This is an optimization exercise on Yosys and OpenROAD, whose aim is small area, a short achievable clock period and few clock cycles per item, not a production implementation. Function was checked by simulation only, so behaviour that the tests miss may differ from the original. Power and IR drop assume default switching activity.

### flow/design.v
module page_table_leaf_ager (
    input  logic              clk,
    input  logic              rst_n,
    input  logic              push,
    output logic              full,
    input  logic              entry_valid,
    input  logic              entry_accessed,
    input  logic [3:0]        entry_age,
    input  logic              last_entry,
    output logic              empty,
    input  logic              pop,
    output logic [3:0]        new_age,
    output logic              advanced,
    output logic [31:0]       bucket_count,
    output logic              region_done,
    output logic signed [4:0] region_old_max,
    output logic signed [4:0] region_new_max,
    output logic              region_moves,
    output logic [9:0]        aged_total
);
    logic full_reg;
    logic q0_v, q1_v, x_v, o_v;
    logic accept, x_fire, q_adv;
    assign accept = push && !full_reg;
    assign x_fire = x_v && (!o_v || pop);
    assign q_adv  = q0_v && (!x_v || x_fire);
    logic       q0_val, q0_acc, q0_last;
    logic [3:0] q0_age;
    logic       q1_val, q1_acc, q1_last;
    logic [3:0] q1_age;
    logic       qn_val, qn_acc, qn_last;
    logic [3:0] qn_age;
    logic       q0_load;
    always_comb
    begin
        q0_load = q_adv || !q0_v;
        if (q0_v && !q_adv)
        begin
            {qn_val, qn_acc, qn_age, qn_last} = {q0_val, q0_acc, q0_age, q0_last};
        end
        else if (q0_v && q1_v)
        begin
            {qn_val, qn_acc, qn_age, qn_last} = {q1_val, q1_acc, q1_age, q1_last};
        end
        else
        begin
            {qn_val, qn_acc, qn_age, qn_last} = {entry_valid, entry_accessed, entry_age,
                                                 last_entry};
        end
    end
    always_ff @(posedge clk)
    begin
        if (q0_load)
        begin
            q0_val  <= qn_val;
            q0_acc  <= qn_acc;
            q0_age  <= qn_age;
            q0_last <= qn_last;
        end
        if (accept && (q_adv ? q1_v : q0_v))
        begin
            q1_val  <= entry_valid;
            q1_acc  <= entry_accessed;
            q1_age  <= entry_age;
            q1_last <= last_entry;
        end
    end
    logic [3:0]  q_age_p1;
    logic [3:0]  q_nage;
    logic        q_adv_flag, q_move;
    logic [15:0] q_age_is, q_inc_is;
    always_comb
    begin
        q_age_p1 = {q0_age[3] ^ (&q0_age[2:0]), q0_age[2] ^ (&q0_age[1:0]),
                    q0_age[1] ^ q0_age[0], !q0_age[0]};
        if (!q0_val)
        begin
            q_nage = q0_age;
        end
        else if (q0_acc)
        begin
            q_nage = 4'd0;
        end
        else if (q0_age != 4'd15)
        begin
            q_nage = q_age_p1;
        end
        else
        begin
            q_nage = 4'd15;
        end
        q_adv_flag = q0_val && (q0_acc || (q0_age != 4'd15));
        q_move = q0_val && (q0_acc ? (q0_age != 4'd0) : (q0_age != 4'd15));
        for (int i = 0; i < 16; i++)
        begin
            q_age_is[i] = (q0_age == i);
        end
        q_inc_is[0] = q0_acc;
        for (int i = 1; i < 16; i++)
        begin
            q_inc_is[i] = !q0_acc && q_age_is[i-1];
        end
    end
    logic        x_acc, x_last, x_adv, x_mv;
    logic [3:0]  x_age, x_nage;
    logic [15:0] x_ra;     
    logic [15:0] x_rn;     
    logic [15:0] q_ra, q_rn;
    always_ff @(posedge clk)
    begin
        if (q_adv)
        begin
            x_acc  <= q0_acc;
            x_age  <= q0_age;
            x_nage <= q_nage;
            x_last <= q0_last;
            x_adv  <= q_adv_flag;
            x_ra   <= q_ra;
            x_rn   <= q_rn;
        end
    end
    always_ff @(posedge clk or negedge rst_n)
    begin
        if (!rst_n)
        begin
            x_mv <= 1'b0;
        end
        else if (q_adv)
        begin
            x_mv <= q_move;
        end
        else if (x_fire)
        begin
            x_mv <= 1'b0;
        end
    end
    logic [15:0] x_age_is, x_inc_is;
    logic [15:0] dec_tog, inc_tog;
    logic [15:0] dec_val, inc_val;
    logic [15:0] x_bucket;
    logic [15:0] wr;
    logic [15:0] bus_even, bus_odd, bus_zero;
    always_comb
    begin
        for (int i = 0; i < 16; i++)
        begin
            x_age_is[i] = (x_age == i);
        end
        x_inc_is[0] = x_acc;
        for (int i = 1; i < 16; i++)
        begin
            x_inc_is[i] = !x_acc && x_age_is[i-1];
        end
        for (int k = 0; k < 16; k++)
        begin
            dec_tog[k] = !(|(x_ra & ~(16'hffff << k)));
            inc_tog[k] = &(x_rn | (16'hffff << k));
        end
        dec_val  = x_ra ^ (dec_tog & {16{|x_ra}});
        inc_val  = x_rn ^ (inc_tog & {16{!(&x_rn)}});
        x_bucket = x_mv ? inc_val : x_ra;
        wr       = (x_age_is | x_inc_is) & {16{x_fire && x_mv}};
        bus_zero = x_acc    ? inc_val : dec_val;
        bus_even = x_age[0] ? inc_val : dec_val;
        bus_odd  = x_age[0] ? dec_val : inc_val;
    end
    logic [15:0] hist [0:15];
    logic [15:0] hist_ok;
    always_ff @(posedge clk)
    begin
        if (wr[0])
        begin
            hist[0] <= bus_zero;
        end
        for (int i = 1; i < 16; i++)
        begin
            if (wr[i])
            begin
                hist[i] <= (i % 2 == 0) ? bus_even : bus_odd;
            end
        end
    end
    always_ff @(posedge clk or negedge rst_n)
    begin
        if (!rst_n)
        begin
            hist_ok <= '0;
        end
        else
        begin
            hist_ok <= hist_ok | wr;
        end
    end
    logic       xn_mv, xn_acc;
    logic [3:0] xn_age;
    logic [3:0] xn_incb, qn_incb;
    logic       f_aa, f_ai, f_na, f_ni;    
    always_comb
    begin
        xn_mv   = q_adv ? q_move : (x_mv && !x_fire);
        xn_acc  = q_adv ? q0_acc : x_acc;
        xn_age  = q_adv ? q0_age : x_age;
        xn_incb = xn_acc ? 4'd0 : (xn_age + 4'd1);
        qn_incb = qn_acc ? 4'd0 : (qn_age + 4'd1);
    end
    always_ff @(posedge clk)
    begin
        f_aa <= xn_mv && (qn_age  == xn_age);
        f_ai <= xn_mv && (qn_age  == xn_incb);
        f_na <= xn_mv && (qn_incb == xn_age);
        f_ni <= xn_mv && (qn_incb == xn_incb);
    end
    logic [15:0] rd_e, rd_o, rd_a, rd_a1, rd_n;
    always_comb
    begin
        rd_e = '0;
        rd_o = '0;
        for (int j = 0; j < 8; j++)
        begin
            rd_e = rd_e | (hist[2*j] & {16{(q_age_is[2*j] || ((j > 0) && q_age_is[(2*j+15)%16]))
                                           && hist_ok[2*j]}});
            rd_o = rd_o | (hist[2*j+1] & {16{(q_age_is[2*j] || q_age_is[2*j+1])
                                             && hist_ok[2*j+1]}});
        end
        rd_a  = q0_age[0] ? rd_o : rd_e;
        rd_a1 = q0_age[0] ? rd_e : rd_o;
        rd_n  = q0_acc ? (hist[0] & {16{hist_ok[0]}}) : rd_a1;
        q_ra  = f_aa ? dec_val : (f_ai ? inc_val : rd_a);
        q_rn  = f_na ? dec_val : (f_ni ? inc_val : rd_n);
    end
    logic       closed;
    logic       any_v;
    logic [3:0] omax, nmax;
    logic [9:0] cnt;
    logic       b_any;
    logic [9:0] b_cnt;
    logic [9:0] cnt_tog;
    always_comb
    begin
        b_any = any_v && !closed;
        b_cnt = closed ? 10'd0 : cnt;
        for (int k = 0; k < 10; k++)
        begin
            cnt_tog[k] = &(b_cnt | (10'h3ff << k));
        end
    end
    always_ff @(posedge clk or negedge rst_n)
    begin
        if (!rst_n)
        begin
            closed <= 1'b1;
        end
        else if (q_adv)
        begin
            closed <= q0_last;
        end
    end
    always_ff @(posedge clk)
    begin
        if (q_adv)
        begin
            any_v <= b_any || q0_val;
            if (q0_val && (!b_any || (q0_age > omax)))
            begin
                omax <= q0_age;
            end
            if (q0_val && (!b_any || (q_nage > nmax)))
            begin
                nmax <= q_nage;
            end
            cnt <= b_cnt ^ (cnt_tog & {10{q_adv_flag && !b_cnt[9]}});
        end
    end
    logic [42:0] x_res;
    logic [4:0]  x_om, x_nm;
    logic [42:0] o_res;
    logic        empty_reg;
    assign x_om  = x_last ? (any_v ? {1'b0, omax} : 5'h1f) : 5'h00;
    assign x_nm  = x_last ? (any_v ? {1'b0, nmax} : 5'h1f) : 5'h00;
    assign x_res = {x_nage, x_adv, x_bucket, x_last, x_om, x_nm,
                    x_last && any_v && (omax != nmax), cnt};
    always_ff @(posedge clk)
    begin
        if (x_fire)
        begin
            o_res <= x_res;
        end
    end
    logic q0_v_n, q1_v_n, x_v_n, o_v_n;
    always_comb
    begin
        q0_v_n = q_adv ? (q1_v || accept) : (q0_v || accept);
        q1_v_n = q_adv ? (q1_v && accept) : (q1_v || (accept && q0_v));
        x_v_n  = q_adv || (x_v && !x_fire);
        o_v_n  = x_fire || (o_v && !pop);
    end
    always_ff @(posedge clk or negedge rst_n)
    begin
        if (!rst_n)
        begin
            q0_v      <= 1'b0;
            q1_v      <= 1'b0;
            x_v       <= 1'b0;
            o_v       <= 1'b0;
            full_reg  <= 1'b0;
            empty_reg <= 1'b1;
        end
        else
        begin
            q0_v      <= q0_v_n;
            q1_v      <= q1_v_n;
            x_v       <= x_v_n;
            o_v       <= o_v_n;
            full_reg  <= q1_v_n;
            empty_reg <= !o_v_n;
        end
    end
    assign full  = full_reg;
    assign empty = empty_reg;
    assign {new_age, advanced, bucket_count[15:0], region_done, region_old_max,
            region_new_max, region_moves, aged_total} = o_res;
    assign bucket_count[31:16] = 16'd0;
endmodule
### flow/run.sh
#!/bin/bash
# synth_recipe.tcl (not shown) runs the flow's synth.tcl, then flattens the netlist and writes it again
# the make line also repeats each setting of config.mk as NAME=value (left out here)
make -C /OpenROAD-flow-scripts/flow DESIGN_CONFIG=/design/flow/config.mk WORK_HOME=/design/flow/orfs CLKGATE_MAP_FILE= SYNTH_SCRIPT=/design/flow/synth_recipe.tcl finish
### flow/config.mk
export PLATFORM = sky130hd
export DESIGN_NAME = page_table_leaf_ager
export DESIGN_NICKNAME = page_table_leaf_ager
export VERILOG_FILES = /design/flow/design.v
export SDC_FILE = /design/flow/constraint.sdc
export NUM_CORES = 4
export LEC_CHECK = 0
export ABC_AREA = 1
export CAP_MARGIN = 20
export CORE_MARGIN = 2
export CORE_UTILIZATION = 40
export SETUP_SLACK_MARGIN = 2.5
export SLEW_MARGIN = 20
### flow/constraint.sdc
create_clock -name core_clock -period 5.0 [get_ports {clk}]
set_input_delay 1.0000 -clock core_clock [delete_from_list [all_inputs] [get_ports {clk}]]
set_output_delay 1.0000 -clock core_clock [all_outputs]
set_load 0.01 [all_outputs]
==> results of run 1 <==
## metrics by stage
step	power, uW	hold slack (ns)
floorplan	9280	0.400
global placement	11600	0.409
detailed placement	11700	0.407
CTS	15600	0.422
global route	16900	0.437
finish	16100	0.419
## cells in the mapped netlist, types with 2 or more instances
library cell	n	area (um2)
clkbuf_1	43	161
nor3_1	7	35.0
nor2_1	117	439
xnor2_1	11	96.3
edfxtp_1	369	11100
buf_1	8	30.0
inv_1	101	379
o21ai_2	4	35.0
o21ai_4	3	48.8
mux2_2	2	22.5
a21oi_1	36	180
buf_6	3	33.8
o211ai_1	5	37.5
buf_2	6	30.0
nand4_1	19	119
nor2_4	4	45.0
nand3_2	5	50.1
clkinv_1	7	26.3
xor2_1	11	96.3
dfxtp_1	9	180
inv_2	4	15.0
a31oi_1	5	31.3
nand2_1	594	2230
a21oi_2	4	35.0
or2_2	15	93.8
nand3_1	271	1360
ha_1	18	225
buf_4	26	195
o21ai_1	5	25.0
nor2_2	2	12.5
dfrtp_1	21	526
dfstp_2	2	52.6
nand3b_1	7	52.6
nor3_2	2	20.0
nand2_2	14	87.6
o21ai_0	96	480
## logic make-up (layout without fill, tap and decap cells)
| family | Yosys count | after routing | share of synthesized area |
|---|---|---|---|
| simple gates | 1059 | 1060 | 0.244 |
| buf+inv | 199 | 333 | 0.0476 |
| flops | 401 | 401 | 0.635 |
| xor+xnor | 22 | 22 | 0.0103 |
| other cells | 1 | 16 | 0.000201 |
| fa+ha+maj | 18 | 18 | 0.0121 |
| compound gates | 163 | 163 | 0.0494 |
| mux | 2 | 2 | 0.00121 |
## final cells by class
type,instances,area (um2)
Timing Repair Buffer,136,1380
Fill cell,4176,23500
Multi-Input combinational cell,1281,6810
Timing Repair inverter,3,22.5
Tap cell,607,759
Clock inverter,22,223
Sequential cell,401,11800
Inverter,113,473
Clock buffer,59,1230
## routing by layer
metal	vias to the layer above	track usage	part of all wire
met4	0	0.0881	0.043
li1	6604	-	-
met2	533	0.342	0.46
met5	-	0	0
met1	6667	0.301	0.43
met3	120	0.0410	0.072
## where the power goes
part / switching [uW] / internal (uW) / total [uW]
clock: 1370 / 1900 / 3270
sequential: 723 / 5170 / 5890
combinational: 4700 / 2220 / 6920
## worst register-to-register path: stages, from the launching register on
cell,delay [ns]
edfxtp_1,0.36
nand2_1,0.06
inv_1,0.09
nand3_1,0.10
inv_1,0.11
nand2_1,0.11
nor2_2,0.31
nand2_2,0.14
xor2_1,0.56
o21ai_2,0.34
## final timing paths
kind	startpoint	end	cells past startpoint	slack, ns
setup / recovery	x_rn[1]$_DFFE_PN_	hist[11][12]$_DFFE_PP_	9	2.46
hold / removal	x_nage[1]$_DFFE_PN_	o_res[40]$_DFFE_PP_	0	0.42
setup reg to reg	x_rn[1]$_DFFE_PN_	hist[11][12]$_DFFE_PP_	9	2.46
hold reg to reg	x_nage[1]$_DFFE_PN_	o_res[40]$_DFFE_PP_	0	0.42
max in group asynchronous	rst_n	q0_v$_DFF_PN0_	2	3.74
min in group asynchronous	rst_n	hist_ok[10]$_DFF_PN0_	2	0.87
## what timing repair did
action                                  CTS  global route
gates cloned                              5             1
pin swaps                                20            22
setup buffers                            35            23
resized for setup                       116            98
hold endpoints to repair                  0             0
endpoints found under the setup margin  488           454
==> results.cfg, run 1 <==
[clock_network]
clock-sinks = 401
clockBufferDepth = 3
cts_tree = yes
path_clk_slew_ns = 0.06
clockRootBuffer = clkbuf_16
cts_buffers = 44
cts.hold.buffers_added = 0
clk_latency_ns = 0.59
h-tree-depth = 2

[place]
place_inst = 2477
placement.io_buffers = 55
placed_area_um2 = 19800
place_worst_setup_slack_ns = 1.31
hpwlAfterDp_mm = 36.0
globalplace.congestion = 0.874

[sta]
maxSlewHeadroom = 0.351
setup_tns_ns = 0
slew_viol_final = 0
worst_pin_slew_ns = 0.972
min_period_over_period = 0.509
hold_viol_final = 0
fmax_ghz = 0.393
rsz0062_at_grt = true
fin_skew_ns = 0.0164
setup_violations = 0
fin_ws_ns = 2.46
fin_crit_ns = 2.54

[global_route]
grt_use_total = 0.219
grt_pass1_wl_mm = 79.3
grt_pass1_vias = 12988
grt_max_degree = 36
gr-total-overflow = 0
antenna_found_initial = 0

[cells_and_area]
top_regs = hist (256), o_res (42)
final_util = 0.492
layout_commonest_cell = nand2_1
largest_reg_flops = 256
area_delta_synth_final_pct = 22.0
drive_gt1_frac = 0.165
antenna_cells = 0
fin_cells = 2622
postLayoutCellArea_um2 = 22700
max_flop_register = hist
finalNetCount = 2009
layout_common_cells = nand2_1, edfxtp_1, nand3_1, inv_1, nor2_1

[synthesis]
synth_area_per_cell_um2 = 10.0
synthDistinctLibCells = 45
synth.cell_area_um2 = 18600
ys_seq_elements = 401
ys_async_sr_fraction = 0.0574
ys_dominant_reg_cell = edfxtp_1
netlist_instances = 1865
synth_edf_count = 369
synth_warnings = 2
seq_area_frac_synth = 0.635

[routing]
drc_errors = 0
wl_per_cell_um = 20.3
drt_iter0_drc = 1408
routed_wl_mm = 53.2
ant_nets = 0
vias = 13924
viasPerCell = 5.31
firstDrtPassIters = 6

[critical_path]
path_class = reg -> reg
worstPathArrival_ns = 2.78
end_kind = flip-flop
crit_buf_inv = 2
critPathRequiredTime_ns = 5.23
critPathTopFamily = simple AND/OR/NAND/NOR gates
cpMaxStageDelayCell = xor2_1
worstPathMaxFanout = 8
slowest_delay_ns = 0.56
path_cells = nand2_1 > inv_1 > nand3_1 > inv_1 > nand2_1 > nor2_2 > nand2_2 > xor2_1 > o21ai_2
start_kind = flip-flop

[floorplan]
core.rowCount = 79
coreArea_um2 = 46300
start_util = 0.403
io_pins = 72
fp.dieH_um = 220
fp.dieW_um = 220
dieArea_um2 = 48400

[flow_run]
drv_cap = 0

[pwr]
peakVddDrop_mv = 0.364
leakage_uw = 0.00908
powerDensity_nw_per_um2 = 707

[status]
status = timing/DRC/antenna clean

[min_path]
hp-class = reg -> reg
Testbench counts, summed over its fixed seeds: cycles 32,800, items 32,768.
==> inputs of run 2 (changes only) <==
--- a/flow/config.mk
+++ b/flow/config.mk
@@ -7,3 +7,2 @@
 export LEC_CHECK = 0
-export ABC_AREA = 1
 export CAP_MARGIN = 20
@@ -11,3 +10,3 @@
 export CORE_UTILIZATION = 40
-export SETUP_SLACK_MARGIN = 2.5
+export SETUP_SLACK_MARGIN = 2.3
 export SLEW_MARGIN = 20
==> run 2 against run 1 <==
Area after synthesis is 4.8% lower. First-iteration DRC count up 12%. Sequential share of layout area is 2.1 points higher. Synthesized cell count down 30%. Cell count fell by 21%. Count of clock-buffer cells in the layout fell by 6. Combinational power is essentially flat. Final area decreased by 3.9%. Fmax fell by 12%. Via count decreased by 12%. Clock skew is 0.012 ns higher. Register-to-register slack worse by 0.34 ns.
==> results.cfg, run 2 <==
[synthesis]
seq_area_frac_synth = 0.667
yosys-top-cells-area = edfxtp_1, dfrtp_1, a21oi_1, mux2i_1, nor2_1
synth.area.mux_share = 0.0271
yosys.cell_count.top_type = edfxtp_1
netlist_instances = 1304
synth.cell_area_um2 = 17700
synth.top_cell.area_share = 0.625
yosysTopAreaCell = edfxtp_1
synthTopCellsByCount = edfxtp_1, nor2_1, a21oi_1, nand2_1, mux2i_1
synthDistinctLibCells = 85
synth_compound_area_frac = 0.144
yosys.area_share.xor_xnor = 0.0167
ys_async_sr_fraction = 0.0574
ys_dominant_reg_cell = edfxtp_1
synth_warnings = 2
synth_edf_count = 369
synth_simple_gate_area_frac = 0.100
synth-adder-area-share = 0.0127
synth_area_per_cell_um2 = 13.6
synth_top_family_by_area = compound AO/OA/AOI/OAI gates
ys_seq_elements = 401

[cells_and_area]
top_regs = hist (256), o_res (42)
final_util = 0.496
layout_common_cells = edfxtp_1, buf_4, nor2_1, a21oi_1, nand2_1
max_flop_register = hist
drive_gt1_frac = 0.234
layout_commonest_cell = edfxtp_1
area_delta_synth_final_pct = 23.1
antenna_cells = 0
largest_reg_flops = 256
finalNetCount = 1482

[pwr]
powerDensity_nw_per_um2 = 723
combPwrFrac = 0.439
p_clk_frac = 0.193
seqPwrFrac = 0.367
p_sw_frac = 0.388
switching_power_uw = 6120
peakVddDrop_mv = 0.295
internal_power_uw = 9680
leakage_uw = 0.00751

[floorplan]
core.rowCount = 77
fp.dieW_um = 215
coreArea_um2 = 44000
fp.dieH_um = 215
start_util = 0.403
dieArea_um2 = 46100
io_pins = 72

[critical_path]
critPathRequiredTime_ns = 5.29
r2r_cells = 9
reg2reg_to = x_ra[1]$_DFFE_PN_
worstSetupStartpoint = q0_age[0]$_DFFE_PN_
end_kind = flip-flop
path_class = reg -> reg
worstReg2RegStart = q0_age[0]$_DFFE_PN_
worstSetupEndpoint = x_ra[1]$_DFFE_PN_
worstPathArrival_ns = 3.18
start_kind = flip-flop
r2r_setup_slack_ns = 2.11
worstPathMaxFanout = 8

[routing]
vias = 12249
drc_errors = 0
viasPerCell = 5.89
firstDrtPassIters = 5
ant_nets = 0
wl_per_cell_um = 25.1
routed_wl_mm = 52.1
drt_iter0_drc = 1583

[clock_network]
clock-sinks = 401
h-tree-depth = 2
clockRootBuffer = clkbuf_16
cts_tree = yes
clk_latency_ns = 0.56
path_clk_slew_ns = 0.06
clockBufferDepth = 3
cts_buffers = 42

[sta]
maxSlewHeadroom = 0.327
worst_pin_slew_ns = 1.01
rsz0062_at_grt = true
setup_violations = 0
holdWs_ns = 0.417
fmax_ghz = 0.347
min_period_over_period = 0.577
hold_viol_final = 0
setup_tns_ns = 0
fin_crit_ns = 2.89
fin_skew_ns = 0.0281
slew_viol_final = 0

[place]
placement.io_buffers = 55
hpwlAfterDp_mm = 31.8
globalplace.congestion = 0.936

[global_route]
grt_pass1_vias = 11709
grt_use_total = 0.222
gr-total-overflow = 0
grt_pass1_wl_mm = 76.2
antenna_found_initial = 0
grt_max_degree = 54

[status]
status = timing/DRC/antenna clean

[min_path]
hp-class = reg -> reg

[flow_run]
drv_cap = 0
## run 2: cell count changes after synthesis, moves of 24 or more
| cell | before | now |
|---|---|---|
| a21oi_1 | 36 | 91 |
| nand2_1 | 594 | 69 |
| o21ai_0 | 96 | 38 |
| a221oi_1 | 0 | 24 |
| and3_1 | 0 | 34 |
| nor2_1 | 117 | 92 |
| inv_1 | 101 | 34 |
| a22oi_1 | 0 | 30 |
| mux2i_1 | 0 | 42 |
| nand3_1 | 271 | 24 |
| a22o_1 | 0 | 34 |
## run 2: layer usage
metal  vias to the layer above  wire (um)  global-route usage
li1                       5408          -                   -
met1                      5989      20800               0.299
met2                       701      23900               0.349
met3                       151       4700              0.0367
met4                         0       2720               0.111
met5                         -          0                   0
## run 2: cell families after synthesis
| group | count (synthesis) |
|---|---|
| AOI/OAI and AO/OA | 348 |
| xor gates and xnor gates | 33 |
| adders and majority gates | 18 |
| buffers and inverters | 119 |
| DFF | 401 |
| muxes | 47 |
| other | 1 |
| and+or+nand+nor | 337 |
## run 2: power by group through the flow
stage / clock [uW] / combinational, uW / sequential, uW
2_1_floorplan: 0 / 3620 / 5710
3_3_place_gp: 0 / 5550 / 5850
3_5_place_dp: 0 / 5620 / 5870
4_1_cts: 3090 / 6380 / 5800
5_1_grt: 3210 / 7360 / 5890
6_report: 3050 / 6940 / 5810
## run 2: how the worst min path moves through the flow
stage | startpoint | endpoint | slack (ns) | cells after the start
after floorplan | x_adv$_DFFE_PN_ | o_res[38]$_DFFE_PP_ | 0.40 | 0
after global placement | x_nage[2]$_DFFE_PN_ | o_res[41]$_DFFE_PP_ | 0.40 | 0
after detailed placement | x_nage[1]$_DFFE_PN_ | o_res[40]$_DFFE_PP_ | 0.41 | 0
after CTS | x_nage[1]$_DFFE_PN_ | o_res[40]$_DFFE_PP_ | 0.42 | 0
after global routing | x_nage[2]$_DFFE_PN_ | o_res[41]$_DFFE_PP_ | 0.42 | 0
final | x_nage[2]$_DFFE_PN_ | o_res[41]$_DFFE_PP_ | 0.42 | 0
## run 2: final cells by class
type	instances	area [um2]
well taps	592	741
multi-input cells	803	6210
inverters	38	184
clock buffers	53	1130
clock inverters	24	198
fillers	3753	22200
flip-flops and latches	401	11800
repair buffers	167	1540
## run 2: what timing repair did
action                                  in CTS  in global routing
cloned                                       5                  0
endpoints found under the setup margin     200                225
gates resized for setup                    127                 62
pin swaps                                   48                 44
buffers inserted                            43                 31
hold buffers                                 0                  0
## run 2: worst max-delay path: stages (launching register included)
cell,delay (ns)
edfxtp_1,0.44
buf_6,0.18
ha_4,0.17
buf_6,0.13
mux2_4,0.35
and3_4,0.27
a222oi_1,0.38
and3_1,0.27
mux2i_1,0.09
a221o_1,0.33
## run 2: metrics by stage
stage               cell area [um2]  cells  setup WS (ns)  power (uW)
floorplan                     18000   1319           1.87        9330
global placement              19100   1922           1.18       11400
detailed placement            19100   1922           1.11       11500
CTS                           21300   2047           2.11       15300
global route                  21800   2078           2.09       16500
finish                        21800   2078           2.11       15800
==> inputs of run 3 (changes only) <==
--- a/flow/config.mk
+++ b/flow/config.mk
@@ -7,2 +7,3 @@
 export LEC_CHECK = 0
+export ABC_AREA = 1
 export CAP_MARGIN = 20
@@ -10,3 +11,6 @@
 export CORE_UTILIZATION = 40
-export SETUP_SLACK_MARGIN = 2.3
+export CTS_BUF_LIST = sky130_fd_sc_hd__clkbuf_16
+export CTS_CLUSTER_DIAMETER = 80
+export CTS_CLUSTER_SIZE = 24
+export SETUP_SLACK_MARGIN = 2.5
 export SLEW_MARGIN = 20
==> run 3 against run 2 <==
Cell count up 24%. Synthesized cell count up 43%. Setup slack better by 0.35 ns. Utilization down 2.0 points. Critical path depth unchanged. Sequential share of layout area down 0.50 points. Die area up 5.0%. Clock skew up 0.016 ns. Clock power down 31%. Critical path type unchanged. Critical endpoint is now hist[1][11]$_DFFE_PP_. Largest power group unchanged.
==> results.cfg, run 3 <==
[critical_path]
end_kind = flip-flop
start_kind = flip-flop
reg2reg_to = hist[1][11]$_DFFE_PP_
worstPathArrival_ns = 2.80
r2r_setup_slack_ns = 2.46
critPathRequiredTime_ns = 5.26
worstPathMaxFanout = 8
r2r_cells = 9
path_class = reg -> reg
worstReg2RegStart = x_rn[12]$_DFFE_PN_

[synthesis]
yosys.area_share.xor_xnor = 0.0103
synthTopCellsByCount = nand2_1, edfxtp_1, nand3_1, nor2_1, inv_1
synth.top_cell.area_share = 0.594
synth_area_per_cell_um2 = 10.0
synth.area.mux_share = 0.00121
yosys.cell_count.top_type = nand2_1
synth_top_family_by_area = simple AND/OR/NAND/NOR gates
synth-adder-area-share = 0.0121
synthDistinctLibCells = 45
ys_async_sr_fraction = 0.0574
synth_warnings = 2
synth.cell_area_um2 = 18600
seq_area_frac_synth = 0.635
synth_edf_count = 369
synth_compound_area_frac = 0.0494
synth_simple_gate_area_frac = 0.244
yosys-top-cells-area = edfxtp_1, nand2_1, nand3_1, dfrtp_1, o21ai_0
ys_dominant_reg_cell = edfxtp_1
netlist_instances = 1865
ys_seq_elements = 401
yosysTopAreaCell = edfxtp_1

[floorplan]
fp.dieW_um = 220
coreArea_um2 = 46300
io_pins = 72
start_util = 0.403
dieArea_um2 = 48400
fp.dieH_um = 220
core.rowCount = 79

[clock_network]
clock-sinks = 401
clockBufferDepth = 3
path_clk_slew_ns = 0.10
clockRootBuffer = clkbuf_16
cts_tree = yes
h-tree-depth = 1
clk_latency_ns = 0.57
cts_buffers = 23
cts.hold.buffers_added = 0

[cells_and_area]
layout_common_cells = nand2_1, edfxtp_1, nand3_1, inv_1, nor2_1
final_util = 0.477
max_flop_register = hist
antenna_cells = 0
area_delta_synth_final_pct = 18.2
top_regs = hist (256), o_res (42)
layout_commonest_cell = nand2_1
drive_gt1_frac = 0.156
largest_reg_flops = 256
finalNetCount = 1983
fin_cells = 2577

[place]
globalplace.congestion = 0.874
placement.io_buffers = 55
hpwlAfterDp_mm = 36.0
place_inst = 2477

[sta]
fmax_ghz = 0.394
setup_tns_ns = 0
fin_crit_ns = 2.54
hold_viol_final = 0
rsz0062_at_grt = true
min_period_over_period = 0.508
slew_viol_final = 0
maxSlewHeadroom = 0.354
worst_pin_slew_ns = 0.968
setup_violations = 0
fin_skew_ns = 0.0440

[global_route]
grt_use_total = 0.214
grt_pass1_vias = 12608
antenna_found_initial = 0
grt_pass1_wl_mm = 77.9
gr-total-overflow = 0
grt_max_degree = 36

[min_path]
hold_end = o_res[42]$_DFFE_PP_
whs_path_depth = 0
hp-class = reg -> reg
worstHoldStart = x_nage[3]$_DFFE_PN_

[routing]
drc_errors = 0
routed_wl_mm = 52.6
drt_iter0_drc = 1642
viasPerCell = 5.32
wl_per_cell_um = 20.4
ant_nets = 0
vias = 13719
firstDrtPassIters = 6

[pwr]
powerDensity_nw_per_um2 = 678
peakVddDrop_mv = 0.348
leakage_uw = 0.00867

[status]
status = timing/DRC/antenna clean

[flow_run]
drv_cap = 0
-- run 3: area by class of cell --
cell class / count / area, um2
Fill cell: 4232 / 24200
Sequential cell: 401 / 11800
Multi-Input combinational cell: 1283 / 6900
Timing Repair Buffer: 129 / 1290
Tap cell: 607 / 759
Clock buffer: 24 / 601
Inverter: 113 / 475
Clock inverter: 17 / 158
Timing Repair inverter: 3 / 22.5
-- run 3: worst max path at each step --
stage	from	slack [ns]	to
CTS	x_ra[0]$_DFFE_PN_	2.34	hist[2][1]$_DFFE_PP_
finish	x_rn[12]$_DFFE_PN_	2.46	hist[1][11]$_DFFE_PP_
detailed placement	pop	1.31	f_aa$_DFF_P_
global placement	pop	1.49	f_na$_DFF_P_
global route	x_rn[1]$_DFFE_PN_	2.26	hist[1][11]$_DFFE_PP_
floorplan	pop	2.33	hist[5][0]$_DFFE_PP_
-- run 3: through the flow --
stage	setup WS [ns]	hold slack (ns)	cell area (um2)	power (uW)
after global placement	1.49	0.409	19800	11600
after detailed placement	1.31	0.407	19800	11700
final	2.46	0.426	22000	14900
after CTS	2.34	0.423	21400	14400
after global routing	2.26	0.436	22000	15800
after floorplan	2.33	0.400	18800	9280
-- run 3: cells by family after synthesis --
| family | after synthesis |
|---|---|
| buf+inv | 199 |
| compound gates | 163 |
| mux | 2 |
| simple gates | 1059 |
| fa+ha+maj | 18 |
| other cells | 1 |
| xor+xnor | 22 |
| flops | 401 |
-- run 3: where the power goes --
| part | internal (uW) | switching [uW] |
|---|---|---|
| Combinational | 2220 | 4740 |
| Sequential | 5160 | 724 |
| Clock | 960 | 1150 |
-- run 3: timing repair --
item	4_1_cts	5_1_grt
setup endpoints to repair	489	480
pin swaps	18	27
cloned	5	3
gates resized for setup	113	115
buffers inserted	35	16
hold endpoints to repair	0	0
-- run 3: worst max-delay path: stages, from the launching register on --
cell	delay [ns]
edfxtp_1	0.48
nand2_1	0.17
inv_1	0.07
nand2_1	0.05
nor2_1	0.06
nor2_2	0.34
nand3_1	0.15
nand2_1	0.10
nand2_1	0.20
o21ai_2	0.59
-- run 3: routing by layer --
| layer | track usage | vias up | wire (um) |
|---|---|---|---|
| li1 | - | 6529 | - |
| met1 | 0.302 | 6589 | 22700 |
| met2 | 0.340 | 518 | 24400 |
| met3 | 0.0293 | 83 | 3800 |
| met4 | 0.0718 | 0 | 1690 |
| met5 | 0 | - | 0 |
==> inputs of run 4 (changes only) <==
==> flow/flow/run.sh (new file) <==
#!/bin/bash
# Layout flow: the standard ORFS flow (standard.sh, standard synthesis unchanged) with two
# changes to how the layout is made:
#  - port buffers are sky130_fd_sc_hd__buf_2 cells (the default pick is a slow delay cell);
#  - timing and design repair may resize a cell into one with a different footprint.
# Each tool's full output goes to a log file in this folder; ORFS keeps its own step logs
# under orfs/logs.
set -euo pipefail
bash standard.sh MATCH_CELL_FOOTPRINT=0 "BUFFER_PORTS_ARGS=-buffer_cell sky130_fd_sc_hd__buf_2" finish > flow_make.log 2>&1
==> flow/standard.sh (new file) <==
#!/bin/bash
# synth_recipe.tcl (not shown) runs the flow's synth.tcl, then flattens the netlist and writes it again
# the make line also repeats each setting of config.mk as NAME=value (left out here)
make -C /OpenROAD-flow-scripts/flow DESIGN_CONFIG=/design/flow/config.mk WORK_HOME=/design/flow/orfs CLKGATE_MAP_FILE= SYNTH_SCRIPT=/design/flow/synth_recipe.tcl "${@:-finish}"
removed: flow/run.sh
==> run 4 against run 3 <==
Still clean. Final area about the same. Total power up 1.9%. Area after synthesis did not move.
==> results.cfg, run 4 <==
[synthesis]
yosys.cell_count.top_type = nand2_1
synth.top_cell.area_share = 0.594
netlist_instances = 1865
ys_seq_elements = 401
ys_async_sr_fraction = 0.0574
synth_warnings = 2
synthDistinctLibCells = 45
synth.cell_area_um2 = 18600
seq_area_frac_synth = 0.635
yosysTopAreaCell = edfxtp_1
yosys-top-cells-area = edfxtp_1, nand2_1, nand3_1, dfrtp_1, o21ai_0
synthTopCellsByCount = nand2_1, edfxtp_1, nand3_1, nor2_1, inv_1
synth_area_per_cell_um2 = 10.0
ys_dominant_reg_cell = edfxtp_1
synth_edf_count = 369

[floorplan]
core.rowCount = 79
coreArea_um2 = 46300
fp.dieW_um = 220
start_util = 0.403
io_pins = 72
fp.dieH_um = 220
dieArea_um2 = 48400

[critical_path]
worstSetupStartpoint = pop
r2r_cells = 12
r2r_setup_slack_ns = 2.54
start_kind = input port
reg2reg_to = nmax[0]$_DFFE_PP_
worstPathMaxFanout = 16
worstSetupEndpoint = hist[3][11]$_DFFE_PP_
worstPathArrival_ns = 2.69
worstReg2RegStart = q0_age[0]$_DFFE_PN_
path_class = in -> reg
critPathRequiredTime_ns = 5.19
end_kind = flip-flop

[routing]
vias = 14177
drc_errors = 0
firstDrtPassIters = 7
viasPerCell = 5.45
routed_wl_mm = 55.8
drt_iter0_drc = 1588
ant_nets = 0
wl_per_cell_um = 21.4

[pwr]
powerDensity_nw_per_um2 = 690
p_total_uw = 15200
peakVddDrop_mv = 0.324
leakage_uw = 0.00880

[min_path]
hp-class = reg -> reg

[global_route]
grt_pass1_wl_mm = 82.2
grt_pass1_vias = 13225
antenna_found_initial = 1
grt_use_total = 0.225
gr-total-overflow = 0
grt_max_degree = 53

[clock_network]
cts_tree = yes
clock-sinks = 401
h-tree-depth = 1
clk_latency_ns = 0.57
cts.hold.buffers_added = 0
clockBufferDepth = 3
clockRootBuffer = clkbuf_16
path_clk_slew_ns = 0.09
cts_buffers = 24

[place]
globalplace.congestion = 0.889
placement.io_buffers = 55
hpwlAfterDp_mm = 36.3
place_worst_setup_slack_ns = 1.59

[sta]
hold_viol_final = 0
worst_pin_slew_ns = 1.02
maxSlewHeadroom = 0.321
fmax_ghz = 0.400
fin_crit_ns = 2.50
slew_viol_final = 0
fin_skew_ns = 0.0275
setup_violations = 0
setup_tns_ns = 0
rsz0062_at_grt = true
min_period_over_period = 0.500
fin_ws_ns = 2.50

[cells_and_area]
fill_cells = 4166
layout_commonest_cell = nand2_1
multi_input_area_um2 = 6930
regArea_um2 = 11800
area_delta_synth_final_pct = 18.3
max_flop_register = hist
top_regs = hist (256), o_res (42)
antenna_cells = 0
layout_common_cells = nand2_1, edfxtp_1, nand3_1, inv_1, nor2_1
finalNetCount = 2006
drive_gt1_frac = 0.198
largest_reg_flops = 256

[flow_run]
drv_cap = 0

[status]
status = timing/DRC/antenna clean
## run 4: cell counts after synthesis
Identical to the previous run, type by type.
## run 4: through the flow
| step | util | instances | hold WS, ns | area, um2 |
|---|---|---|---|---|
| floorplan | - | 1880 | 0.400 | 18700 |
| global placement | 0.422 | 2479 | 0.406 | 19500 |
| detailed placement | 0.422 | 2479 | 0.411 | 19500 |
| CTS | 0.460 | 2568 | 0.429 | 21300 |
| global route | 0.477 | 2602 | 0.435 | 22100 |
| finish | 0.477 | 2602 | 0.423 | 22100 |
## run 4: cell type report
| class | instances | share of cell area |
|---|---|---|
| Timing Repair inverter | 2 | 0.000454 |
| Clock inverter | 19 | 0.00936 |
| Sequential cell | 401 | 0.537 |
| Clock buffer | 25 | 0.0284 |
| Multi-Input combinational cell | 1285 | 0.314 |
| Tap cell | 607 | 0.0344 |
| Inverter | 113 | 0.0211 |
| Timing Repair Buffer | 150 | 0.0556 |
## run 4: critical path, cell delays in order
cell     delay, ns
buf_2         0.10
nor2_4        0.06
inv_1         0.05
nand2_1       0.15
nor2_1        0.31
nand2_1       0.40
nor2_4        0.61
## run 4: cell families (layout without fill, tap and decap cells)
kind of cell,after synthesis,count (layout),synth area share
and+or+nand+nor,1059,1064,0.244
DFF,401,401,0.635
buffers and inverters,199,309,0.0476
AOI/OAI and AO/OA,163,163,0.0494
xor gates and xnor gates,22,22,0.0103
adders and majority gates,18,18,0.0121
muxes,2,2,0.00121
other,1,16,0.000201
## run 4: how the worst min path moves through the flow
stage                                   start                   to  slack [ns]  cells past startpoint
final                     x_nage[2]$_DFFE_PN_  o_res[41]$_DFFE_PP_        0.42                      0
after global routing      x_nage[2]$_DFFE_PN_  o_res[41]$_DFFE_PP_        0.43                      0
after CTS                 x_nage[2]$_DFFE_PN_  o_res[41]$_DFFE_PP_        0.43                      0
after detailed placement  x_nage[1]$_DFFE_PN_  o_res[40]$_DFFE_PP_        0.41                      0
after global placement    x_nage[2]$_DFFE_PN_  o_res[41]$_DFFE_PP_        0.41                      0
after floorplan               x_adv$_DFFE_PN_  o_res[38]$_DFFE_PP_        0.40                      0
## run 4: routing by layer
layer  vias up  track usage  part of all wire
met3       122       0.0340             0.078
met1      6805        0.316              0.42
li1       6581            -                 -
met4         0       0.0841             0.038
met5         -            0                 0
met2       669        0.355              0.46
## run 4: power by group
group | internal [uW] | total [uW] | switching, uW | leakage, uW
logic | 2210 | 7110 | 4910 | 0.00462
registers | 5160 | 5860 | 702 | 0.00375
clock network | 1060 | 2250 | 1190 | 0.000426
total | 8430 | 15200 | 6800 | 0.00880
## run 4: what timing repair did
item	in CTS	in global routing
gates cloned	7	2
setup endpoints to repair	445	273
hold endpoints to repair	0	0
pin swaps	16	37
buffers inserted	38	31
resized for setup	112	113
==> inputs of run 5 (changes only) <==
--- a/flow/config.mk
+++ b/flow/config.mk
@@ -10,3 +10,3 @@
 export CORE_MARGIN = 2
-export CORE_UTILIZATION = 40
+export CORE_UTILIZATION = 60
 export CTS_BUF_LIST = sky130_fd_sc_hd__clkbuf_16
==> run 5 against run 4 <==
Worst hold slack gained 0.011 ns. Highest routed layer unchanged. Clock skew decreased by 0.0070 ns. Die area down 33%.
==> results.cfg, run 5 <==
[pwr]
seqPwrFrac = 0.401
p_sw_frac = 0.448
combPwrFrac = 0.463
peakVddDrop_mv = 0.383
switching_power_uw = 6540
powerDensity_nw_per_um2 = 686
leakage_uw = 0.00859
p_clk_frac = 0.136
internal_power_uw = 8060

[synthesis]
ys_seq_elements = 401
yosysTopAreaCell = edfxtp_1
synthDistinctLibCells = 45
ys_async_sr_fraction = 0.0574
synth_warnings = 2
synthTopCellsByCount = nand2_1, edfxtp_1, nand3_1, nor2_1, inv_1
synth.cell_area_um2 = 18600
synth_area_per_cell_um2 = 10.0
netlist_instances = 1865
yosys.cell_count.top_type = nand2_1
seq_area_frac_synth = 0.635
synth_edf_count = 369
yosys-top-cells-area = edfxtp_1, nand2_1, nand3_1, dfrtp_1, o21ai_0
ys_dominant_reg_cell = edfxtp_1
synth.top_cell.area_share = 0.594

[critical_path]
critPathRequiredTime_ns = 5.30
worstReg2RegStart = q0_age[0]$_DFFE_PN_
worstSetupStartpoint = q0_age[0]$_DFFE_PN_
r2r_cells = 14
end_kind = flip-flop
start_kind = flip-flop
path_class = reg -> reg
worstPathArrival_ns = 2.84
worstPathMaxFanout = 8

[routing]
viasPerCell = 5.99
wl_per_cell_um = 22.5
routed_wl_mm = 53.3
ant_nets = 0
drc_errors = 0
drt_iter0_drc = 1883
firstDrtPassIters = 6
vias = 14168

[min_path]
hp-class = reg -> reg
whs_path_depth = 0
worstHoldStart = x_adv$_DFFE_PN_

[floorplan]
dieArea_um2 = 32500
io_pins = 72
start_util = 0.610
coreArea_um2 = 30600
fp.dieH_um = 180
core.rowCount = 64
fp.dieW_um = 180

[global_route]
grt_pass1_vias = 12879
grtUsageMet2 = 0.492
grt_max_degree = 53
antenna_found_initial = 0
grt_use_total = 0.315
met1_usage = 0.470
gr-total-overflow = 0
grt_pass1_wl_mm = 78.4
grt.busiest_layer = met2
gr-usage-met3 = 0.0380

[clock_network]
cts_buffers = 22
cts_tree = yes
clk_latency_ns = 0.56
clock-sinks = 401
clockRootBuffer = clkbuf_16
clockBufferDepth = 3
path_clk_slew_ns = 0.10
h-tree-depth = 1

[sta]
setup_violations = 0
fin_skew_ns = 0.0205
maxSlewHeadroom = 0.384
slew_viol_final = 0
worst_pin_slew_ns = 0.924
fin_crit_ns = 2.54
setup_tns_ns = 0
hold_viol_final = 0
fmax_ghz = 0.394
rsz0062_at_grt = true
fin_ws_ns = 2.46
min_period_over_period = 0.507

[cells_and_area]
max_flop_register = hist
multi_input_area_um2 = 6740
drive_gt1_frac = 0.169
layout_commonest_cell = nand2_1
area_delta_synth_final_pct = 14.3
antenna_cells = 0
layout_common_cells = nand2_1, edfxtp_1, nand3_1, inv_1, nor2_1
fill_cells = 2301
regArea_um2 = 11800
top_regs = hist (256), o_res (42)
largest_reg_flops = 256
finalNetCount = 1981

[place]
place_worst_setup_slack_ns = 1.60
placement.io_buffers = 55
globalplace.congestion = 0.989
hpwlAfterDp_mm = 35.1

[status]
status = timing/DRC/antenna clean

[flow_run]
drv_cap = 0
run 5: cell counts after synthesis:
No cell type changed its count.
run 5: what timing repair did:
item / CTS / global route
hold buffers: 0 / 0
pin swaps: 16 / 18
buffers inserted: 30 / 18
gates resized for setup: 94 / 78
endpoints found under the setup margin: 397 / 428
cloned: 5 / 3
run 5: final cells by class:
| class | instances | area share |
|---|---|---|
| Multi-Input combinational cell | 1284 | 0.316 |
| Clock inverter | 16 | 0.00470 |
| Tap cell | 396 | 0.0233 |
| Timing Repair inverter | 2 | 0.000470 |
| Sequential cell | 401 | 0.556 |
| Timing Repair Buffer | 128 | 0.0499 |
| Clock buffer | 24 | 0.0282 |
| Inverter | 113 | 0.0216 |
run 5: path summary, 6_finish.rpt:
path / end / slack [ns]
worst min register to register: o_res[38]$_DFFE_PP_ / 0.43
worst min-delay path: o_res[38]$_DFFE_PP_ / 0.43
worst max register to register: x_ra[7]$_DFFE_PN_ / 2.46
max in group asynchronous: x_mv$_DFFE_PN0P_ / 3.87
min in group asynchronous: hist_ok[6]$_DFF_PN0_ / 0.53
worst max-delay path: x_ra[7]$_DFFE_PN_ / 2.46
run 5: kinds of logic after synthesis:
group	count (synthesis)	share of synthesized area
multiplexers	2	0.00121
AND/OR/NAND/NOR	1059	0.244
buffers and inverters	199	0.0476
other	1	0.000201
adder cells (fa/ha/maj)	18	0.0121
AO/OA/AOI/OAI	163	0.0494
XOR/XNOR	22	0.0103
flip-flops	401	0.635
run 5: per-stage QoR:
| stage | hold slack (ns) | area (um2) | cells | utilization | power (uW) |
|---|---|---|---|---|---|
| after floorplan | 0.400 | 18700 | 1880 | - | 9290 |
| after global placement | 0.404 | 19200 | 2268 | 0.629 | 11400 |
| after detailed placement | 0.406 | 19300 | 2268 | 0.630 | 11500 |
| after CTS | 0.427 | 20700 | 2343 | 0.678 | 14000 |
| after global routing | 0.434 | 21300 | 2364 | 0.696 | 15300 |
| final | 0.433 | 21300 | 2364 | 0.696 | 14600 |
run 5: power by group through the flow:
stage	combinational, uW	clock [uW]	sequential, uW
2_1_floorplan	3690	0	5600
3_3_place_gp	5450	0	5940
3_5_place_dp	5550	0	5960
4_1_cts	6160	2000	5840
5_1_grt	7280	2110	5940
6_report	6760	1990	5860
run 5: critical path: stages, from the launching register on:
cell and delay (ns):
edfxtp_1 0.41, buf_12 0.13, clkinvlp_4 0.12, buf_12 0.15, ha_4 0.20, nand3_4 0.20
nand2_4 0.16, nand3_1 0.11, nand2_1 0.08, nor2_1 0.13, nand2_1 0.16, nand2_1 0.10
nand3_1 0.12, o211ai_1 0.13, nand2_1 0.07
run 5: metal layers:
metal	routed length, um	up-vias
met3	5380	110
met2	24400	794
met5	0	-
met4	1850	0
li1	-	6518
met1	21600	6746
==> inputs of run 6 (changes only) <==
--- a/flow/config.mk
+++ b/flow/config.mk
@@ -10,3 +10,3 @@
 export CORE_MARGIN = 2
-export CORE_UTILIZATION = 60
+export CORE_UTILIZATION = 40
 export CTS_BUF_LIST = sky130_fd_sc_hd__clkbuf_16
@@ -14,3 +14,3 @@
 export CTS_CLUSTER_SIZE = 24
-export SETUP_SLACK_MARGIN = 2.5
+export SETUP_SLACK_MARGIN = 2.8
 export SLEW_MARGIN = 20
==> run 6 against run 5 <==
Highest routed layer unchanged. Wire length rose by 11%. Setup slack improved by 0.044 ns. Via count rose by 4.9%. Synthesized cell count did not move. Largest power group unchanged. Still clean on timing, DRC and antenna.
==> results.cfg, run 6 <==
[synthesis]
synthTopCellsByCount = nand2_1, edfxtp_1, nand3_1, nor2_1, inv_1
synth_area_per_cell_um2 = 10.0
seq_area_frac_synth = 0.635
synth.cell_area_um2 = 18600
synth_edf_count = 369
ys_seq_elements = 401
synthDistinctLibCells = 45
yosys.cell_count.top_type = nand2_1
yosysTopAreaCell = edfxtp_1
ys_async_sr_fraction = 0.0574
synth_warnings = 2
ys_dominant_reg_cell = edfxtp_1
synth.top_cell.area_share = 0.594
yosys-top-cells-area = edfxtp_1, nand2_1, nand3_1, dfrtp_1, o21ai_0
netlist_instances = 1865

[critical_path]
r2r_cells = 15
path_cells = buf_6 > ha_4 > buf_12 > nand3_4 > buf_12 > nand2_8 > buf_6 > nand3_1 > nand2_1 > nor2_1 > nand2_2 > nand2_2 > nand3_2 > nand3_2 > nand2_1
start_kind = flip-flop
worstPathMaxFanout = 6
worstReg2RegStart = q0_age[1]$_DFFE_PN_
cpMaxStageDelayCell = edfxtp_1
slowest_delay_ns = 0.52
worstPathArrival_ns = 2.81
end_kind = flip-flop
r2r_setup_slack_ns = 2.51
path_class = reg -> reg
reg2reg_to = x_ra[13]$_DFFE_PN_
critPathRequiredTime_ns = 5.32

[sta]
fin_crit_ns = 2.49
slew_viol_final = 0
maxSlewHeadroom = 0.347
holdWs_ns = 0.426
fin_skew_ns = 0.0285
min_period_over_period = 0.499
hold_viol_final = 0
fmax_ghz = 0.401
setup_violations = 0
setup_tns_ns = 0
worst_pin_slew_ns = 0.980
rsz0062_at_grt = true

[min_path]
hp-class = reg -> reg
worstHoldStart = x_nage[2]$_DFFE_PN_
hold_end = o_res[41]$_DFFE_PP_
whs_path_depth = 0

[global_route]
grt_pass1_vias = 13933
grt_use_total = 0.240
grt_pass1_wl_mm = 86.5
gr-total-overflow = 0
antenna_found_initial = 0
grt_max_degree = 53

[routing]
routed_wl_mm = 59.2
drt_iter0_drc = 1692
ant_nets = 0
vias = 14859
wl_per_cell_um = 22.1
drc_errors = 0
firstDrtPassIters = 6
viasPerCell = 5.55

[clock_network]
clockRootBuffer = clkbuf_16
clockBufferDepth = 3
clock-sinks = 401
h-tree-depth = 1
cts_tree = yes
clk_latency_ns = 0.57
path_clk_slew_ns = 0.09
cts_buffers = 25
cts.hold.buffers_added = 0

[floorplan]
coreArea_um2 = 46300
fp.dieH_um = 220
dieArea_um2 = 48400
core.rowCount = 79
fp.dieW_um = 220
start_util = 0.403
io_pins = 72

[status]
status = timing/DRC/antenna clean

[place]
placement.io_buffers = 55
hpwlAfterDp_mm = 36.4
globalplace.congestion = 0.904

[cells_and_area]
antenna_cells = 0
final_util = 0.519
finalNetCount = 2080
area_delta_synth_final_pct = 28.8
regArea_um2 = 11800
multi_input_area_um2 = 8030
top_regs = hist (256), o_res (42)
layout_commonest_cell = nand2_1
drive_gt1_frac = 0.324
max_flop_register = hist
fill_cells = 3963
largest_reg_flops = 256
layout_common_cells = nand2_1, edfxtp_1, nand3_1, buf_4, nand2_2

[pwr]
peakVddDrop_mv = 0.328
leakage_uw = 0.00945
powerDensity_nw_per_um2 = 697

[flow_run]
drv_cap = 0
run 6: cell count changes in the layout (fill, tap and decap cells not counted), moves of 15 or more:
| cell | change |
|---|---|
| nand2_2 | +80 |
| nand2_1 | -104 |
| nor2_2 | +15 |
| nand3_2 | +41 |
| buf_6 | +23 |
| inv_1 | -15 |
| nand2_4 | +21 |
| buf_4 | +59 |
| nor2_4 | +18 |
| nor2_1 | -33 |
| nand3_1 | -45 |
run 6: how the worst max path moves through the flow:
| stage | slack, ns | endpoint | startpoint |
|---|---|---|---|
| 6_report | 2.51 | x_ra[13]$_DFFE_PN_ | q0_age[1]$_DFFE_PN_ |
| 5_1_grt | 2.48 | x_rn[7]$_DFFE_PN_ | q0_age[1]$_DFFE_PN_ |
| 4_1_cts | 2.59 | x_rn[0]$_DFFE_PN_ | q0_age[1]$_DFFE_PN_ |
| 3_5_place_dp | 1.30 | x_rn[0]$_DFFE_PN_ | q0_age[0]$_DFFE_PN_ |
| 3_3_place_gp | 1.38 | x_rn[0]$_DFFE_PN_ | q0_age[0]$_DFFE_PN_ |
| 2_1_floorplan | 2.34 | f_na$_DFF_P_ | pop |
run 6: cell type report:
class / instances / area share
well taps: 607 / 0.0316
clock buffers: 25 / 0.0261
inverters: 113 / 0.0205
flip-flops and latches: 401 / 0.493
repair buffers: 221 / 0.0824
clock inverters: 20 / 0.0106
multi-input cells: 1285 / 0.334
repair inverters: 4 / 0.00109
run 6: kinds of logic (layout without fill, tap and decap cells):
kind of cell | Yosys count | count (layout) | share of synthesized area
xor+xnor | 22 | 22 | 0.0103
mux | 2 | 2 | 0.00121
fa+ha+maj | 18 | 18 | 0.0121
other cells | 1 | 16 | 0.000201
buf+inv | 199 | 383 | 0.0476
flops | 401 | 401 | 0.635
compound gates | 163 | 163 | 0.0494
simple gates | 1059 | 1064 | 0.244
run 6: power breakdown:
part           internal [uW]  switching, uW
Clock                   1120           1200
Combinational           2920           5550
Sequential              5160            785
run 6: stage by stage:
stage               power [uW]  setup WS (ns)  area (um2)  instances
floorplan                 9350           2.34       18900       1880
global placement         11500           1.38       19600       2475
detailed placement       11600           1.30       19600       2475
CTS                      15400           2.59       22600       2619
global route             17500           2.48       24000       2676
finish                   16700           2.51       24000       2676
run 6: layer usage:
layer,global-route usage,up-vias,wire [um]
met1,0.324,7272,24500
met2,0.379,715,27000
met4,0.105,0,2840
met5,0,-,0
met3,0.0438,137,4830
li1,-,6735,-
run 6: timing repair:
action                     in CTS  in global routing
gates resized for setup       260                252
cloned                          9                  0
setup buffers                  90                 57
setup endpoints to repair     595                489
pin swaps                      74                143
run 6: critical path: cells and delay by family (launching register included):
family                     cells  cell delay, ns
buffers and inverters          4            0.58
DFF                            1            0.52
adders and majority gates      1            0.18
and+or+nand+nor               10            0.96

re-timing with driven ports:
No port has a modelled driver above. Below, the same layouts with a new extraction and two added sets of constraints. Step 1 sets driving cells, clkbuf_16 on the clock port and buf_2 on the other inputs (assumed; they add their load-dependent delay and slew). Step 2, shift: input delay + t, output delay - t, t = (earliest + latest rising clock arrival at the registers) / 2. This alone moves slack from input paths to output paths. Slacks: no drivers / after step 1 / after step 2; pairs: no drivers / after step 1.
run | t (ns) | setup WS [ns] | hold slack, ns | worst slew at a driven data input, ns | pins driven straight from the clock port
run 1 | 0.635 | 2.457 / 2.457 / 2.169 | 0.419 / 0.419 / 0.419 | 0.06 | 1
run 2 | 0.601 | 2.115 / 2.115 / 1.658 | 0.417 / 0.417 / 0.417 | 0.05 | 1
run 3 | 0.612 | 2.461 / 2.461 / 2.173 | 0.426 / 0.426 / 0.426 | 0.06 | 1
run 4 | 0.615 | 2.501 / 2.537 / 1.922 | 0.423 / 0.423 / 0.423 | 0.06 | 1
run 5 | 0.602 | 2.463 / 2.463 / 1.968 | 0.433 / 0.433 / 0.433 | 0.03 | 1
run 6 | 0.617 | 2.507 / 2.507 / 2.160 | 0.426 / 0.426 / 0.426 | 0.05 | 1
After both steps every run listed still meets setup and hold. The setup slack of run 4, which loses most, moves by +0.036 ns with the drivers and by -0.579 ns with both steps.
